From an optimization exercise on the open Yosys and OpenROAD flow, aimed at small area, a short achievable clock period and few clock cycles; shortcuts taken in it are not production practice. The RTL was checked by simulation tests, not by an equivalence proof against the original design. Power is estimated from default activity; no workload was simulated.

**config.mk**
```make
export PLATFORM = sky130hd
export DESIGN_NAME = array_list_engine
export DESIGN_NICKNAME = array_list_engine
export VERILOG_FILES = /design/flow/design.v
export SDC_FILE = /design/flow/constraint.sdc
export NUM_CORES = 4
export LEC_CHECK = 0
export CAP_MARGIN = 20
export CORE_MARGIN = 2
export CORE_UTILIZATION = 40
export SLEW_MARGIN = 20
```
**constraint.sdc**
```tcl
create_clock -name core_clock -period 6.0 [get_ports {clk}]
set_input_delay 1.2000 -clock core_clock [delete_from_list [all_inputs] [get_ports {clk}]]
set_output_delay 1.2000 -clock core_clock [all_outputs]
set_load 0.01 [all_outputs]
```
**design.v**
```verilog
`timescale 1ns / 1ps
package ale_pkg;
    localparam int DEF_CAPACITY = 128;
    localparam int OP_W    = 3;
    localparam int VALUE_W = 32;
    localparam int POS_W   = 7;
    localparam int COUNT_W = 8;
    localparam logic [OP_W-1:0] OP_APPEND     = 3'd0;
    localparam logic [OP_W-1:0] OP_DEL_LAST   = 3'd1;
    localparam logic [OP_W-1:0] OP_DEL_AT     = 3'd2;
    localparam logic [OP_W-1:0] OP_SEARCH     = 3'd3;
    localparam logic [OP_W-1:0] OP_SEARCH_DEL = 3'd4;
    typedef struct packed {
        logic capture;    
        logic append;     
        logic dec;        
        logic set_ok;
        logic ptr_zero;   
        logic ptr_pin;    
        logic hit;        
        logic rd_en;      
        logic shift_wr;   
        logic publish;    
    } ale_cmd_t;
    typedef struct packed {
        logic [OP_W-1:0] op;
        logic            full;
        logic            empty;
        logic            pin_ok;
        logic            ptr_end;
        logic            rv;
        logic            match;
    } ale_status_t;
endpackage
`timescale 1ns / 1ps
module array_list_engine
#(
    parameter int CAPACITY = ale_pkg::DEF_CAPACITY
)
(
    input  logic                                clk,
    input  logic                                rst_n,
    input  logic                                req_valid,
    output logic                                req_ready,
    input  logic [ale_pkg::OP_W-1:0]            req_op,
    input  logic signed [ale_pkg::VALUE_W-1:0]  req_value,
    input  logic [ale_pkg::POS_W-1:0]           req_position_in,
    output logic                                rsp_valid,
    input  logic                                rsp_ready,
    output logic                                rsp_ok,
    output logic [ale_pkg::POS_W-1:0]           rsp_position_out,
    output logic [ale_pkg::COUNT_W-1:0]         rsp_count_out
);
    localparam int N  = CAPACITY;
    localparam int VW = ale_pkg::VALUE_W;
    localparam int PW = ale_pkg::POS_W;
    localparam int CW = ale_pkg::COUNT_W;
    localparam int RW = 1 + PW + CW;
    logic                   r_v;
    logic [ale_pkg::OP_W-1:0] r_op;
    logic [VW-1:0]          r_val;
    logic [PW-1:0]          r_pin;
    logic                   o0_v;
    logic                   o1_v;
    logic [RW-1:0]          o0;
    logic [RW-1:0]          o1;
    logic                   exec;
    logic                   take;
    logic                   pop;
    assign exec      = r_v && !o1_v;
    assign req_ready = !r_v || !o1_v;
    assign take      = req_valid && req_ready;
    assign pop       = o0_v && rsp_ready;
    always_ff @(posedge clk or negedge rst_n)
    begin
        if (!rst_n)
            r_v <= 1'b0;
        else if (req_ready)
            r_v <= req_valid;
    end
    always_ff @(posedge clk)
    begin
        if (take)
        begin
            r_op  <= req_op;
            r_val <= req_value;
            r_pin <= req_position_in;
        end
    end
    logic [VW-1:0]  ent [N];
    logic [N-1:0]   vld;           
    logic [CW-1:0]  cnt;
    logic           is_app;
    logic           is_dlast;
    logic           is_dat;
    logic           is_srch;
    logic           is_sdel;
    logic           full;
    logic           empty;
    logic           pin_ok;
    assign is_app   = (r_op == ale_pkg::OP_APPEND);
    assign is_dlast = (r_op == ale_pkg::OP_DEL_LAST);
    assign is_dat   = (r_op == ale_pkg::OP_DEL_AT);
    assign is_srch  = (r_op == ale_pkg::OP_SEARCH);
    assign is_sdel  = (r_op == ale_pkg::OP_SEARCH_DEL);
    assign full     = vld[N-1];
    assign empty    = !vld[0];
    assign pin_ok   = ({1'b0, r_pin} < cnt);
    logic [N-1:0]   mv;
    always_comb
    begin
        for (int i = 0; i < N; i++)
            mv[i] = vld[i] && (ent[i] == r_val);
    end
    logic [N-1:0]   pm;
    always_comb
    begin
        logic [N-1:0] t;
        t = mv;
        for (int d = 1; d < N; d = d * 2)
            t = t | (t << d);
        pm = t;
    end
    logic           found;
    logic [N-1:0]   first;         
    logic [PW-1:0]  hit_pos;
    assign found = pm[N-1];
    assign first = pm & ~(pm << 1);
    always_comb
    begin
        hit_pos = '0;
        for (int i = 0; i < N; i++)
            if (first[i])
                hit_pos = hit_pos | PW'(i);
    end
    logic [N-1:0]   ge;
    always_comb
    begin
        for (int i = 0; i < N; i++)
            ge[i] = (PW'(i) >= r_pin);
    end
    logic [N-1:0]   at_cnt;
    assign at_cnt = vld ^ {vld[N-2:0], 1'b1};
    logic           do_app;
    logic           do_dec;
    logic           res_ok;
    logic [PW-1:0]  res_pos;
    logic [N-1:0]   shift;
    assign do_app  = exec && is_app && !full;
    assign do_dec  = exec && ((is_dlast && !empty) || (is_dat && pin_ok) || (is_sdel && found));
    assign res_ok  = (is_app && !full) || (is_dlast && !empty) || (is_dat && pin_ok)
                     || ((is_srch || is_sdel) && found);
    assign res_pos = (is_srch || is_sdel) ? hit_pos : '0;
    assign shift   = exec ? (({N{is_dat && pin_ok}} & ge) | ({N{is_sdel}} & pm)) : '0;
    always_ff @(posedge clk)
    begin
        for (int i = 0; i < N - 1; i++)
        begin
            if (do_app && at_cnt[i])
                ent[i] <= r_val;
            else if (shift[i])
                ent[i] <= ent[i + 1];
        end
        if (do_app && at_cnt[N-1])
            ent[N-1] <= r_val;
    end
    logic [CW-1:0]  cnt_next;
    always_comb
    begin
        cnt_next = cnt;
        if (do_app)
            cnt_next = cnt + CW'(1);
        else if (do_dec)
            cnt_next = cnt - CW'(1);
    end
    always_ff @(posedge clk or negedge rst_n)
    begin
        if (!rst_n)
        begin
            vld <= '0;
            cnt <= '0;
        end
        else
        begin
            cnt <= cnt_next;
            if (do_app)
                vld <= {vld[N-2:0], 1'b1};
            else if (do_dec)
                vld <= {1'b0, vld[N-1:1]};
        end
    end
    logic [RW-1:0]  res;
    assign res = {res_ok, res_pos, cnt_next};
    always_ff @(posedge clk or negedge rst_n)
    begin
        if (!rst_n)
        begin
            o0_v <= 1'b0;
            o1_v <= 1'b0;
        end
        else
        begin
            if (pop)
            begin
                o0_v <= o1_v || exec;
                o1_v <= 1'b0;
            end
            else if (exec)
            begin
                o0_v <= 1'b1;
                o1_v <= o0_v;
            end
        end
    end
    always_ff @(posedge clk)
    begin
        if (pop)
        begin
            if (o1_v)
                o0 <= o1;
            else
                o0 <= res;
        end
        else if (exec)
        begin
            if (o0_v)
                o1 <= res;
            else
                o0 <= res;
        end
    end
    assign rsp_valid        = o0_v;
    assign rsp_ok           = o0[RW-1];
    assign rsp_position_out = o0[RW-2 -: PW];
    assign rsp_count_out    = o0[CW-1:0];
endmodule
```
**run.sh**
```bash
#!/bin/bash
# synth_recipe.tcl (not shown) runs the flow's synth.tcl, then flattens the netlist and writes it again
# the make line also repeats each setting of config.mk as NAME=value (left out here)
make -C /OpenROAD-flow-scripts/flow DESIGN_CONFIG=/design/flow/config.mk WORK_HOME=/design/flow/orfs CLKGATE_MAP_FILE= SYNTH_SCRIPT=/design/flow/synth_recipe.tcl finish
```
==> results.txt <==
==> flip-flops by register name (all words and copies together) (netlist names) <==
register,flops
r_v,1
o1_v,1
o1,16
ent,4096
r_val,32
cnt,8
o0,16
o0_v,1
r_op,3
r_pin,7
vld,128
==> power groups by stage <==
| stage | registers [uW] | clock network [uW] | logic, uW |
|---|---|---|---|
| after detailed placement | 35200 | 0 | 15200 |
| after global placement | 35200 | 0 | 15300 |
| after floorplan | 35000 | 0 | 8500 |
| after global routing | 34700 | 30400 | 16200 |
| after CTS | 34600 | 29400 | 15400 |
| final | 34600 | 29200 | 15900 |
==> layout make-up <==
class / instances / area [um^2]
antenna: 22 / 55.05
clock buffer: 597 / 12380
clock inverter: 268 / 2610
fill: 53261 / 319300
inverter: 48 / 300.3
multi-input combinational: 13560 / 97790
sequential: 4309 / 128700
tap: 7782 / 9737
timing repair buffer: 1476 / 15190
==> worst reg2reg max path: cells and delay by family (launching register included) <==
kind            cells  cell delay [ns]
compound gates      1             0.06
xor+xnor            1             0.16
buf+inv             5             1.30
flops               1             0.46
mux                 1             0.34
simple gates       10             3.43
==> metal layers <==
metal  track usage [%]  routed length [um]  vias up
met1             40.67              370400    83968
met2             44.69              395700     8607
li1                  -                   -    70915
met4             12.25               45050       26
met3             5.159               85760     1638
met5                 0                 177        -
==> metrics by stage <==
stage | total power [uW] | cell area, um^2 | cells | setup TNS [ns]
floorplan | 43460 | 235600 | 19693 | 0
global route | 81300 | 266700 | 28041 | -0.04744
detailed placement | 50480 | 250500 | 27115 | -46.81
finish | 79650 | 266800 | 28062 | -0.01207
global placement | 50500 | 250400 | 27112 | -49.04
CTS | 79310 | 265700 | 27982 | 0
==> final timing paths <==
check	startpoint	to	slack, ns	cells after the start
min in group core_clock	o1[9]$_DFFE_PP_	o0[9]$_DFFE_PP_	0.51	2
max in group asynchronous	rst_n	vld[82]$_DFFE_PN0P_	4.67	2
min	rst_n	vld[22]$_DFFE_PN0P_	0.15	1
min reg2reg	o1[9]$_DFFE_PP_	o0[9]$_DFFE_PP_	0.51	2
max reg2reg	r_val[19]$_DFFE_PP_	o0[14]$_DFFE_PP_	-0.01	18
max	r_val[19]$_DFFE_PP_	o0[14]$_DFFE_PP_	-0.01	18
==> synth_stat cells, types with 17 or more instances <==
master / number
nor2b_1: 18
buf_12: 17
o21ai_0: 2307
xnor2_1: 1096
buf_8: 74
and4_1: 17
nor2_1: 136
inv_1: 43
nand2b_1: 31
buf_2: 155
nand2_1: 2556
a21oi_1: 143
nand4_1: 390
buf_6: 257
nand3_1: 258
and2_1: 21
and3_1: 28
nor3_1: 172
mux2_2: 2032
or3_1: 53
mux2i_1: 100
clkbuf_1: 1130
xor2_1: 3093
nor4_1: 755
buf_4: 103
a22oi_1: 22
or4_1: 61
dfrtp_1: 139
o22ai_1: 20
edfxtp_1: 4170
buf_1: 40
==> what timing repair did <==
| item | 4_1_cts | 5_1_grt |
|---|---|---|
| cloned | 1 | 3 |
| buffers inserted | 1 | 49 |
| gates resized for setup | 25 | 60 |
| pin swaps | 2 | 2 |
| endpoints found under the setup margin | 277 | 82 |
==> cells by family (layout without fill, tap and decap cells) <==
logic type / after synthesis / in the layout / share of synthesized area, %
and+or+nand+nor: 4593 / 4593 / 9.314
DFF: 4309 / 4309 / 54.63
xor gates and xnor gates: 4189 / 4189 / 15.57
AOI/OAI and AO/OA: 2638 / 2638 / 5.858
muxes: 2132 / 2132 / 10.14
buffers and inverters: 1824 / 2389 / 4.443
adders and majority gates: 8 / 8 / 0.04249
other: 0 / 22 / 0
==> results.toml <==
[outcome]
so.violations = "negative setup slack"
status = "complete, but fails checks"

[yosys]
syn_area_um2 = 235600
yosysTopAreaCellShare_pct = 53.15
synth-edff-count = 4170
ys.flop_type = "edfxtp_1"
yosysSeqAreaShare_pct = 54.63
synth_top_area_cell = "edfxtp_1"
syn_nets = 19747
synth_area_leaders = "edfxtp_1, xor2_1, mux2_2"
syn_inst = 19693
ys_ff_latch = 4309
synthArstFlopShare_pct = 3.226
synth_warnings = 2
syn_area_per_cell_um2 = 11.96
synth.distinct_cells = 95

[place]
post-place-ws_ns = -0.7427
gp_congestion = 1.014
portBuffers = 63
hpwlAfterDp_um = 631900

[grt]
grt_pass1_vias = 158625
gr-total-overflow = 0
grt_pass1_wl_um = 1247000
grt_start_max_net_pins = 103
grt.total_usage_pct = 29.13
antenna_found_initial = 70

[floorplanning]
row_count = 281
start_util_pct = 40.19
die_h_um = 771.4
die_x_um = 771.4
design.core.area_um2 = 586100
die_area_um2 = 595100
io_pins = 64

[final_layout]
nNetsFinal = 19913
areaGrowthSynthToFinish_pct = 13.24
layout-drive-gt1-share_pct = 21.66
mostFrequentLayoutCells = "edfxtp_1, xor2_1, nand2_1"
final_util_pct = 45.51
layout_commonest_cell = "edfxtp_1"

[sta]
fin_hold_ws_ns = 0.1503
fin_skew_ns = 0.1040
period_minus_slack_ns = 6.012
setup_ws_ns = -0.01207
max_freq_mhz = 166.3
slew_headroom_pct = 16.89
worst_pin_slew_ns = 1.234
timing_max_transition_violations_final = 0
hold_viol = 0
setup_violations = 1
min_period_over_period_pct = 100.2

[hold_path]
min_path_type = "input pin to asynchronous set/reset pin"

[power]
clockPowerShare_pct = 36.6
swShare_pct = 31.03
p_seq_share_pct = 43.5
p_int_uw = 54930
pwr_density_cell_nw_per_um2 = 298.6
ir_drop_v = 0.0002740
comb_power_share_pct = 19.9
p_leak_uw = 0.08771
switchingPower_uw = 24720

[setup_path]
crit_family = "simple AND/OR/NAND/NOR gates"
crit_chain = "clkbuf_16 > buf_8 > xor2_1 > nor4_1 > nand4_1 > or4_1 > nand4bb_1 > buf_4 > or4_1 > buf_12 > or4_4 > or4_4 > mux2_2 > or4_1 > or3_1 > nor4_4 > buf_4 > o31ai_1"
worstPathMaxFanout = 19
crit_type = "flip-flop to flip-flop"
cp_slowest_cell = "or4_4"
path_buf_inv = 5
end_kind = "flip-flop"
cpMostUsedCell = "or4_1"
worst_ep_arrival_time_ns = 6.83
timing.critical_path.from_type = "flip-flop"
required_ns = 6.82
slowest_delay_ns = 0.62

[clocking]
clk_pin_slew_worst_paths_ns = 0.06
clkSinkCount = 4309
clk_latency_ns = 1.11
cts_tree = "yes"
root_buffer = "clkbuf_16"
clockBufferDepth = 4
ctsHtreeMaxLevel = 5
cts_buffers = 464
cts_hold_buf = 0

[job]
max_cap_viol_count = 0

[detailed_routing]
drt_first_pass_iters = 9
vias = 165154
drtIter0Drc = 21941
ant_nets = 0
routed_wl_um = 897000
drc_errors = 0
wl_per_cell_um = 31.97
via_per_inst = 5.885
Testbench counts, summed over its fixed seeds: cycles 4,816.

[re-timing with driven ports]
The results above use ideal ports. As a check the final layout listed here was re-extracted and re-timed, cells and wires unchanged. Step 1 sets driving cells, clkbuf_16 on the clock port and buf_2 on the other inputs (assumed; they add their load-dependent delay and slew). Step 2 also shifts input and output timing later by t, the mid clock arrival at the registers, as if the neighbouring blocks saw the same clock. a / b / c = ideal / step 1 / step 2; a / b = the first two.
shift t [ns]: 1.183
setup slack, ns: -0.012 / -0.012 / -0.012
worst hold slack (ns): 0.150 / 0.076 / 0.506
clock arrival spread, ns: 0.104 / 0.104
pins driven straight from the clock port: 1
The setup slack of this run moves by 0.000 ns with the drivers and by 0.000 ns with both steps.
